What follows belongs to an exercise in optimizing a design on an open flow for small area and a short achievable clock period; a production flow would make more cautious choices.
Only simulation tests tie the RTL to the original design; equivalence was not proved.
Power and IR drop assume default switching activity.

[flow/run.sh]
#!/bin/bash
# synth_recipe.tcl (not shown) runs the flow's synth.tcl, then flattens the netlist and writes it again
# the make line also repeats each setting of config.mk as NAME=value (left out here)
make -C /OpenROAD-flow-scripts/flow DESIGN_CONFIG=/design/flow/config.mk WORK_HOME=/design/flow/orfs CLKGATE_MAP_FILE= SYNTH_SCRIPT=/design/flow/synth_recipe.tcl finish
[flow/config.mk]
export PLATFORM = sky130hd
export DESIGN_NAME = ram_peri_dp
export DESIGN_NICKNAME = ram_peri_dp
export VERILOG_FILES = /design/flow/design.v
export SDC_FILE = /design/flow/constraint.sdc
export NUM_CORES = 4
export LEC_CHECK = 0
export CAP_MARGIN = 20
export CORE_MARGIN = 2
export CORE_UTILIZATION = 40
export SLEW_MARGIN = 20
[flow/constraint.sdc]
create_clock -name core_clock -period 3.6 [get_ports {AClkH}]
set_input_delay 0.7200 -clock core_clock [delete_from_list [all_inputs] [get_ports {AClkH}]]
set_output_delay 0.7200 -clock core_clock [all_outputs]
set_load 0.01 [all_outputs]
[flow/design.v]
package ram_peri_pkg;
  typedef enum logic {INIT, RUN} state_e;
  localparam int CFillSeed = 1;
  function automatic logic [31:0] lfsr_taps(input int w);
    lfsr_taps = (w == 2)  ? 32'h0000_0003 :
                (w == 3)  ? 32'h0000_0006 :
                (w == 4)  ? 32'h0000_000C :
                (w == 5)  ? 32'h0000_0014 :
                (w == 6)  ? 32'h0000_0030 :
                (w == 7)  ? 32'h0000_0060 :
                (w == 8)  ? 32'h0000_00B8 :
                (w == 16) ? 32'h0000_B400 :
                (w == 32) ? 32'hA300_0000 :
                            32'h0000_00B8;
  endfunction
endpackage
module ram_peri_rd_pipe #(
  parameter int CDataLen = 8,
  parameter int CLat = 1
) (
  input  logic                clk,
  input  logic                rst,
  input  logic                en,
  input  logic                vld_in,
  input  logic [CDataLen-1:0] data_in,
  output logic                vld_out,
  output logic [CDataLen-1:0] data_out
);
  logic [CLat-1:0]               vld_q, vld_d;
  logic [CLat-1:0][CDataLen-1:0] data_q, data_d;
  always_comb begin
    vld_d = vld_q;
    data_d = data_q;
    if (en) begin
      vld_d[0] = vld_in;
      data_d[0] = vld_in ? data_in : data_q[0];
      for (int k = 1; k < CLat; k++) begin
        vld_d[k] = vld_q[k-1];
        data_d[k] = vld_q[k-1] ? data_q[k-1] : data_q[k];
      end
    end
  end
  always_ff @(posedge clk) begin
    if (rst) begin
      vld_q <= '0;
      data_q <= '0;
    end else begin
      vld_q <= vld_d;
      data_q <= data_d;
    end
  end
  assign vld_out = vld_q[CLat-1];
  assign data_out = data_q[CLat-1];
endmodule
import ram_peri_pkg::*;
module ram_peri_dp #(
  parameter int CAddrLen = 8,
  parameter int CDataLen = 16,
  parameter int CDepth = 224,
  parameter int CRdLat = 2,
  parameter int CWrFirst = 1
) (
  input  logic                AClkH,
  input  logic                AResetH,
  input  logic                AClkHEn,
  input  logic [CAddrLen-1:0] AAddrWr,
  input  logic [CDataLen-1:0] AMosi,
  input  logic                AWrEn,
  input  logic [CAddrLen-1:0] AAddrRd,
  input  logic                ARdEn,
  output logic [CDataLen-1:0] AMiso,
  output logic                AMisoVld,
  output logic                ABusy
);
  localparam logic [CAddrLen:0] CDepthW = (CAddrLen+1)'(CDepth);
  localparam logic [CAddrLen:0] CLast = (CAddrLen+1)'(CDepth - 1);
  ram_peri_pkg::state_e  state_q, state_d;
  logic [CAddrLen:0]     cnt_q, cnt_d;
  logic [CDataLen-1:0]   mem_q [CDepth];
  logic [CDataLen-1:0]   fill, rd_data, wr_data;
  logic [CAddrLen-1:0]   wr_idx;
  logic                  run, wr_hit, rd_hit, coll, wr_en, rd_vld;
  localparam logic [CDataLen-1:0] CTaps = CDataLen'(ram_peri_pkg::lfsr_taps(CDataLen));
  logic [CDataLen-1:0] lfsr_q, lfsr_d;
  always_comb lfsr_d = (AClkHEn && !run) ? ((lfsr_q >> 1) ^ (lfsr_q[0] ? CTaps : '0)) : lfsr_q;
  always_ff @(posedge AClkH) lfsr_q <= AResetH ? CDataLen'(CFillSeed) : lfsr_d;
  assign fill = lfsr_q;
  assign run = state_q == RUN;
  assign ABusy = !run;
  assign wr_hit = {1'b0, AAddrWr} < CDepthW;
  assign rd_hit = {1'b0, AAddrRd} < CDepthW;
  assign coll = AWrEn && wr_hit && AAddrWr == AAddrRd;
  assign rd_data = !rd_hit ? '0 : (coll && CWrFirst != 0) ? AMosi : mem_q[AAddrRd];
  assign rd_vld = run && ARdEn;
  assign wr_en = !AResetH && AClkHEn && (run ? AWrEn && wr_hit : 1'b1);
  assign wr_idx = run ? AAddrWr : cnt_q[CAddrLen-1:0];
  assign wr_data = run ? AMosi : fill;
  always_comb begin
    state_d = state_q;
    cnt_d = cnt_q;
    if (AClkHEn && !run) begin
      cnt_d = cnt_q + 1'b1;
      state_d = cnt_q == CLast ? RUN : INIT;
    end
  end
  always_ff @(posedge AClkH) begin
    if (AResetH) begin
      state_q <= INIT;
      cnt_q <= '0;
    end else begin
      state_q <= state_d;
      cnt_q <= cnt_d;
    end
  end
  always_ff @(posedge AClkH) if (wr_en) mem_q[wr_idx] <= wr_data;
  ram_peri_rd_pipe #(.CDataLen(CDataLen), .CLat(CRdLat)) u_rd_pipe (
    .clk     (AClkH),
    .rst     (AResetH),
    .en      (AClkHEn),
    .vld_in  (rd_vld),
    .data_in (rd_data),
    .vld_out (AMisoVld),
    .data_out(AMiso)
  );
endmodule
==> flow_metrics.py, run 1 <==
metrics = {
    "routing": {
        "via_per_inst": 6.129,
        "ant_nets": 0,
        "first_pass_iters": 5,
        "drt-initial-drc-count": 12220,
        "drcViolationCount": 0,
        "via_count": 77780,
        "wl_per_cell_um": 36.86,
        "routed_wl_mm": 467.8,
    },
    "clocking": {
        "cts_setup_buffers": 0,
        "max-clock-path-buffers": 4,
        "insertion_delay_ns": 1.00,
        "cts_inserted_buffers": 372,
        "cts_root_buf": "clkbuf_16",
        "cts_hold_buffers": 0,
        "path_clk_slew_ns": 0.06,
        "cts_tree": "built",
        "h-tree-depth": 5,
        "cts.sinks": 3644,
    },
    "placement": {
        "port_buffers": 54,
        "place_hpwl_mm": 309.1,
        "place_ws_ns": -0.5615,
        "place.gp.congestion": 0.9596,
    },
    "min_path": {
        "hp-class": "input port to flop",
        "whs_path_depth": 3,
        "hp-start": "AResetH",
        "hold_end": "cnt_q[3]$_SDFFE_PP0P_",
    },
    "grt": {
        "grt_pass1_wl_mm": 636.2,
        "first_global_vias": 75420,
        "grt_max_degree": 105,
        "grt_antenna_before_repair": 31,
        "grt_overflow": 0,
        "track_usage_pct": 25.99,
    },
    "synth": {
        "synth.top_cell.area_share_pct": 76.39,
        "yosysWarnings": 2,
        "synth_area_um2": 140900,
        "ys_async_sr_fraction_pct": 0,
        "synth_edf_count": 3584,
        "seq_area_frac_synth_pct": 77.24,
        "syn_area_per_cell_um2": 21.11,
        "syn_inst": 6673,
        "synth-main-ff-cell": "edfxtp_1",
        "synth_seq_cells": 3644,
        "synthTopCellsByArea": "edfxtp_1, mux4_2, mux2i_1",
        "synth_cell_types": 70,
        "syn-num-nets": 6711,
        "synth_top_area_cell": "edfxtp_1",
    },
    "pwr": {
        "p_int_w": 0.07028,
        "swShare_pct": 22.26,
        "p_seq_share_pct": 51.3,
        "p_per_area_nw_per_um2": 530.6,
        "p_leak_nw": 55.36,
        "switching_power_w": 0.02012,
        "ir_worst_vdd_mv": 0.3979,
        "totalPowerFinal_w": 0.09040,
        "p_comb_share_pct": 6.0,
        "p_clk_share_pct": 42.7,
    },
    "finish": {
        "drive_gt1_share_pct": 32.99,
        "final-seq-area_um2": 108800,
        "multi_input_area_um2": 30400,
        "syn2layout_area_growth_pct": 20.92,
        "fill_cells": 27990,
        "nNetsFinal": 7800,
    },
    "sta": {
        "setup_viol": 0,
        "worst_pin_slew_ns": 1.269,
        "holdWs_ns": 0.2586,
        "rsz0062_at_grt": "false",
        "max_freq_ghz": 0.2958,
        "fin_skew_ns": 0.06344,
        "finalCriticalPeriod_ns": 3.380,
        "finalWorstSetupSlack_ns": 0.2199,
        "final.period_utilization_pct": 93.89,
        "slew_viol_final": 0,
        "tns_ns": 0,
        "maxSlewHeadroom_pct": 13.18,
        "hold_viol": 0,
    },
    "run": {
        "max-cap-violations": 0,
    },
    "floorplan": {
        "boundaryPins": 55,
        "initial_core_util_pct": 40.26,
        "die_h_um": 597.5,
        "die_x_um": 597.5,
        "dieArea_um2": 357000,
        "core_um2": 350000,
        "fp-row-count": 217,
    },
    "worst_setup_path": {
        "cp-start-kind": "input port",
        "timing.rr.end": "u_rd_pipe.data_q[2]$_SDFFE_PP0P_",
        "endpoint_kind": "flop",
        "crit_type": "input port to flop",
        "crit_fanout": 12,
        "arrival_ns": 4.28,
        "r2r_slack_ns": 0.24,
        "r2r_cells": 9,
        "cp_data_required_time_ns": 4.50,
        "r2r-start": "state_q$_SDFFE_PP0P_",
    },
    "run_status": {
        "status": "no timing/DRC/antenna violations",
    },
}
==> layer usage <==
layer,track usage [%],wire length (um)
met1,35.09,173300
met2,39.16,209900
met3,6.022,54160
met4,14.18,30360
met5,0,109
==> per-stage QoR <==
| step | cell area (um^2) | utilization (%) | cells |
|---|---|---|---|
| 3_5_place_dp | 158100 | 45.18 | 11990 |
| 3_3_place_gp | 158100 | 45.18 | 11990 |
| 4_1_cts | 170300 | 48.67 | 12680 |
| 6_report | 170400 | 48.68 | 12690 |
| 2_1_floorplan | 140900 | - | 6673 |
| 5_1_grt | 170300 | 48.67 | 12680 |
==> cells in the final DEF (no fill, tap or decap), types with 12 or more instances in the layout <==
| cell | n |
|---|---|
| a211oi_1 | 17 |
| a21oi_1 | 124 |
| a221oi_1 | 19 |
| a22o_1 | 12 |
| a22oi_1 | 163 |
| a31oi_1 | 33 |
| a32oi_1 | 13 |
| and3_1 | 14 |
| buf_12 | 365 |
| buf_4 | 702 |
| bufinv_16 | 34 |
| clkbuf_1 | 88 |
| clkbuf_16 | 375 |
| clkdlybuf4s50_1 | 45 |
| clkinv_1 | 74 |
| clkinv_16 | 13 |
| clkinv_2 | 68 |
| clkinvlp_4 | 13 |
| dfxtp_1 | 59 |
| diode_2 | 13 |
| edfxtp_1 | 3584 |
| mux2_8 | 16 |
| mux2i_1 | 197 |
| mux4_2 | 841 |
| nand2_1 | 295 |
| nand2b_1 | 22 |
| nand3_1 | 60 |
| nand4_1 | 24 |
| nor2_1 | 161 |
| nor2_2 | 158 |
| nor2b_1 | 19 |
| nor3_1 | 48 |
| nor4_1 | 15 |
| o211ai_1 | 15 |
| o21ai_0 | 55 |
| o21ai_1 | 19 |
| o221ai_1 | 18 |
| o22ai_1 | 78 |
| or3_1 | 14 |
| xnor2_1 | 15 |
==> logic make-up (layout without fill, tap and decap cells) <==
logic type                 after synthesis  after routing  synth area share, %
AOI/OAI and AO/OA                      650            650                3.147
xor gates and xnor gates                18             18               0.1119
adders and majority gates                1              1             0.008879
buffers and inverters                  416           1822                1.700
DFF                                   3644           3644                77.24
muxes                                 1065           1065                15.06
other                                    0             13                    0
and+or+nand+nor                        879            879                2.731
==> cell type report <==
cell class	instances	share of cell area [%]
clock buffers	468	5.742
diodes	13	0.01910
clock inverters	223	1.416
multi-input cells	2613	17.84
well taps	4599	3.378
flip-flops and latches	3644	63.88
inverters	12	0.03085
repair buffers	1119	7.692
==> Yosys cell counts, drive strengths merged, types with 14 or more instances <==
master  count
nand2b     22
nand4      24
a211oi     17
xnor2      15
mux2       27
a31oi      33
dfxtp      60
a221oi     19
nor2b      30
clkbuf    151
a22oi     163
nand2     295
nor3       48
mux2i     197
nor2      321
o221ai     18
and3       14
or3        14
a21oi     124
nor4       16
mux4      841
edfxtp   3584
o22ai      78
nand3      60
buf       253
o211ai     15
o21ai      74
==> how the worst max path moves through the flow <==
stage,startpoint,end,slack [ns],depth (start not counted)
final,AAddrRd[4],u_rd_pipe.data_q[13]$_SDFFE_PP0P_,0.22,9
after global routing,AAddrRd[0],u_rd_pipe.data_q[9]$_SDFFE_PP0P_,0.22,12
after global placement,AAddrRd[2],u_rd_pipe.data_q[14]$_SDFFE_PP0P_,-0.73,11
after floorplan,state_q$_SDFFE_PP0P_,mem_q[0][13]$_DFFE_PP_,0.09,4
after detailed placement,AAddrRd[0],u_rd_pipe.data_q[9]$_SDFFE_PP0P_,-0.56,12
after CTS,state_q$_SDFFE_PP0P_,u_rd_pipe.data_q[2]$_SDFFE_PP0P_,0.33,9
==> power by group through the flow <==
stage | sequential (W) | combinational [W] | clock (W)
after floorplan | 0.0473 | 0.00240 | 0
after global placement | 0.0473 | 0.00521 | 0
after detailed placement | 0.0473 | 0.00525 | 0
after CTS | 0.0464 | 0.00527 | 0.0390
after global routing | 0.0464 | 0.00544 | 0.0406
final | 0.0464 | 0.00538 | 0.0386
==> sequential cells by signal, indices dropped and copies added, names as in the netlist <==
signal            cells
cnt_q                 9
lfsr_q               16
mem_q              3584
state_q               1
u_rd_pipe.data_q     32
u_rd_pipe.vld_q       2
==> what timing repair did <==
action / in CTS / in global routing
endpoints found under the hold margin: 0 / 0
setup endpoints to repair: 0 / 1
gates resized for setup: 0 / 1
==> critical path, cell delays in order <==
cell	delay, ns
buf_4	0.28
buf_4	0.34
and2_1	0.63
a31oi_1	0.40
o211a_1	0.22
a2111oi_0	1.07
a311oi_1	0.15
buf_4	0.23
o21a_1	0.16
==> inputs of run 2 (changes only) <==
==> flow/design.v (replaced) <==
package ram_peri_pkg;
  typedef enum logic {INIT, RUN} state_e;
  localparam int CFillSeed = 1;
  function automatic logic [31:0] lfsr_taps(input int w);
    lfsr_taps = (w == 2)  ? 32'h0000_0003 :
                (w == 3)  ? 32'h0000_0006 :
                (w == 4)  ? 32'h0000_000C :
                (w == 5)  ? 32'h0000_0014 :
                (w == 6)  ? 32'h0000_0030 :
                (w == 7)  ? 32'h0000_0060 :
                (w == 8)  ? 32'h0000_00B8 :
                (w == 16) ? 32'h0000_B400 :
                (w == 32) ? 32'hA300_0000 :
                            32'h0000_00B8;
  endfunction
endpackage
module ram_peri_rd_pipe #(
  parameter int CDataLen = 16
) (
  input  logic                clk,
  input  logic                rst,
  input  logic                en,
  input  logic                vld_in,
  input  logic [CDataLen-1:0] data_in,
  input  logic                coll_in,
  input  logic [CDataLen-1:0] wdata_in,
  output logic                vld_out,
  output logic [CDataLen-1:0] data_out
);
  logic                vld0_q, coll0_q;
  logic [CDataLen-1:0] data0_q, wdata0_q;
  always_ff @(posedge clk) begin
    if (en) begin
      data0_q <= data_in;
      wdata0_q <= wdata_in;
      coll0_q <= coll_in;
    end
  end
  always_ff @(posedge clk) begin
    if (rst) begin
      vld0_q <= 1'b0;
      vld_out <= 1'b0;
      data_out <= '0;
    end else if (en) begin
      vld0_q <= vld_in;
      vld_out <= vld0_q;
      if (vld0_q) data_out <= coll0_q ? wdata0_q : data0_q;
    end
  end
endmodule
import ram_peri_pkg::*;
module ram_peri_dp #(
  parameter int CAddrLen = 8,
  parameter int CDataLen = 16,
  parameter int CDepth = 224,
  parameter int CRdLat = 2,
  parameter int CWrFirst = 1
) (
  input  logic                AClkH,
  input  logic                AResetH,
  input  logic                AClkHEn,
  input  logic [CAddrLen-1:0] AAddrWr,
  input  logic [CDataLen-1:0] AMosi,
  input  logic                AWrEn,
  input  logic [CAddrLen-1:0] AAddrRd,
  input  logic                ARdEn,
  output logic [CDataLen-1:0] AMiso,
  output logic                AMisoVld,
  output logic                ABusy
);
  localparam logic [CAddrLen:0] CDepthW = (CAddrLen+1)'(CDepth);
  localparam logic [CAddrLen-1:0] CLast = CAddrLen'(CDepth - 1);
  logic                  run_q;
  logic [CAddrLen-1:0]   cnt_q;
  logic [CDataLen-1:0]   mem_q [CDepth];
  logic [CDataLen-1:0]   fill, wr_data, rd_data;
  logic [CAddrLen-1:0]   wr_idx;
  logic                  wr_hit, wr_en, coll;
  localparam logic [CDataLen-1:0] CTaps = CDataLen'(ram_peri_pkg::lfsr_taps(CDataLen));
  logic [CDataLen-1:0] lfsr_q;
  always_ff @(posedge AClkH)
    if (AResetH) lfsr_q <= CDataLen'(CFillSeed);
    else if (AClkHEn && !run_q) lfsr_q <= (lfsr_q >> 1) ^ (lfsr_q[0] ? CTaps : '0);
  assign fill = lfsr_q;
  assign ABusy = !run_q;
  always_ff @(posedge AClkH) begin
    if (AResetH) begin
      run_q <= 1'b0;
      cnt_q <= '0;
    end else if (AClkHEn && !run_q) begin
      cnt_q <= cnt_q + 1'b1;
      run_q <= cnt_q == CLast;
    end
  end
  assign wr_hit = {1'b0, AAddrWr} < CDepthW;
  assign wr_en = !AResetH && AClkHEn && (run_q ? AWrEn && wr_hit : 1'b1);
  assign wr_idx = run_q ? AAddrWr : cnt_q;
  assign wr_data = run_q ? AMosi : fill;
  for (genvar i = 0; i < CDepth; i++) begin : g_word
    always_ff @(posedge AClkH) if (wr_en && wr_idx == CAddrLen'(i)) mem_q[i] <= wr_data;
  end
  always_comb begin
    rd_data = '0;
    for (int i = 0; i < CDepth; i++)
      rd_data = rd_data | (mem_q[i] & {CDataLen{AAddrRd == CAddrLen'(i)}});
  end
  assign coll = AWrEn && wr_hit && AAddrWr == AAddrRd;
  ram_peri_rd_pipe #(.CDataLen(CDataLen)) u_rd_pipe (
    .clk     (AClkH),
    .rst     (AResetH),
    .en      (AClkHEn),
    .vld_in  (run_q && ARdEn),
    .data_in (rd_data),
    .coll_in (coll),
    .wdata_in(AMosi),
    .vld_out (AMisoVld),
    .data_out(AMiso)
  );
endmodule
--- a/flow/config.mk
+++ b/flow/config.mk
@@ -7,5 +7,6 @@
 export LEC_CHECK = 0
 export CAP_MARGIN = 20
 export CORE_MARGIN = 2
-export CORE_UTILIZATION = 40
+export CORE_UTILIZATION = 55
+export SETUP_SLACK_MARGIN = 1.0
 export SLEW_MARGIN = 20
==> run 2 against run 1 <==
Net effect: the run now fails in 5_1_grt; synthesized cell count grew 14%; area after synthesis decreased by 4.9%.
==> flow_metrics.py, run 2 <==
metrics = {
    "grt": {
        "grt_max_degree": 88,
        "grt_overflow": 4,
        "track_usage_pct": 79.83,
        "grt_antenna_before_repair": 195,
    },
    "placement": {
        "place_hpwl_mm": 673.3,
        "port_buffers": 54,
        "place_ws_ns": -2.295,
        "place_area_um2": 166400,
        "place.gp.congestion": 1.316,
    },
    "clocking": {
        "cts.sinks": 3660,
        "max-clock-path-buffers": 4,
        "h-tree-depth": 5,
        "cts_inserted_buffers": 378,
        "cts_hold_buffers": 0,
        "cts_root_buf": "clkbuf_16",
    },
    "sta": {
        "worst_path_end_type": "register input",
        "crit_endpoint": "u_rd_pipe.data0_q[1]$_DFFE_PP_/D",
    },
    "synth": {
        "synth-main-ff-cell": "edfxtp_1",
        "ys_async_sr_fraction_pct": 0,
        "yosysWarnings": 3,
        "synthTopCellsByArea": "edfxtp_1, a22oi_1, nor2_1",
        "synth_area_um2": 134000,
        "synth_top_area_cell": "edfxtp_1",
        "synth.top_cell.area_share_pct": 81.06,
        "synth_seq_cells": 3660,
        "syn_area_per_cell_um2": 17.64,
        "seq_area_frac_synth_pct": 81.70,
        "yosysMostFrequentCell": "edfxtp_1",
        "syn_inst": 7597,
        "syn-num-nets": 7635,
        "synth_cell_types": 66,
        "synth_commonest_cells": "edfxtp_1, a22oi_1, nor2_1",
        "synth_edf_count": 3617,
    },
    "run_status": {
        "stop_error": "[ERROR GRT-0232] Routing congestion too high. Check the congestion heatmap in the GUI.",
        "status": "did not finish",
        "stop_stage": "5_1_grt",
    },
    "floorplan": {
        "fp-row-count": 181,
        "die_x_um": 497.6,
        "initial_core_util_pct": 55.19,
        "die_h_um": 497.6,
        "boundaryPins": 55,
    },
}
[run 2: cell types whose count changed after synthesis, moves of 76 or more]
cell,change
mux2i_1,-163
a222oi_1,+76
nor2_1,+199
nor4_1,+85
mux4_2,-841
clkbuf_1,+206
and3_1,+78
nand4_1,+163
a22oi_1,+1303
[run 2: metal layers]
metal	GRT overflow	track usage, %
met5	0	57.28
met4	3	74.05
met3	0	73.02
met2	1	88.50
met1	0	81.19
[run 2: cells by family after synthesis]
| group | share of synthesized area (%) |
|---|---|
| AOI/OAI and AO/OA | 10.97 |
| xor gates and xnor gates | 0.1177 |
| adders and majority gates | 0.009337 |
| buffers and inverters | 1.351 |
| DFF | 81.70 |
| muxes | 0.4137 |
| and+or+nand+nor | 5.432 |
[run 2: what timing repair did]
item,CTS
endpoints found under the setup margin,1325
pin swaps,172
hold endpoints to repair,0
cloned,6
resized for setup,570
setup buffers,132
[run 2: worst max path at each step]
stage                from                             end  slack [ns]  cells after the start
2_1_floorplan  AAddrRd[3]  u_rd_pipe.data0_q[0]$_DFFE_PP_        0.31                     10
3_3_place_gp   AAddrRd[1]  u_rd_pipe.data0_q[1]$_DFFE_PP_       -2.31                     12
4_1_cts        AAddrRd[5]  u_rd_pipe.data0_q[1]$_DFFE_PP_       -0.47                     13
3_5_place_dp   AAddrRd[1]  u_rd_pipe.data0_q[1]$_DFFE_PP_       -2.30                     12
[run 2: through the flow]
step           std cells  total power (W)
3_3_place_gp       12810          0.05046
4_1_cts            13620          0.08768
3_5_place_dp       12820          0.05050
2_1_floorplan       7597          0.04841
[run 2: power by group through the flow]
stage	Combinational, W	Clock (W)	Sequential (W)
after CTS	0.00300	0.0379	0.0468
after detailed placement	0.00278	0	0.0477
after global placement	0.00275	0	0.0477
after floorplan	0.000808	0	0.0476

port drivers added, routing unchanged:
The flow's constraints put no driver on any port. The routed layout listed below was extracted and timed again, unchanged, in two steps.
Step 1: set_driving_cell puts a clkbuf_16 on AClkH and a buf_2 on each other input, an assumption about the parent block.
Step 2 times the ports against the registers' clock, not the clock port: input delays grow and output delays shrink by t, the midpoint of the rising clock arrivals with the driver on.
Three values: ideal, step 1, step 2; two values: the first two.
run: run 1
shift t [ns]: 1.063
setup slack, ns: 0.220 / 0.243 / -0.785
worst setup path at the end: input to register
With both steps, setup timing fails in run 1, where it was met with ideal ports. For run 1, drivers alone change the setup slack by +0.023 ns; drivers and shift together by -1.005 ns.
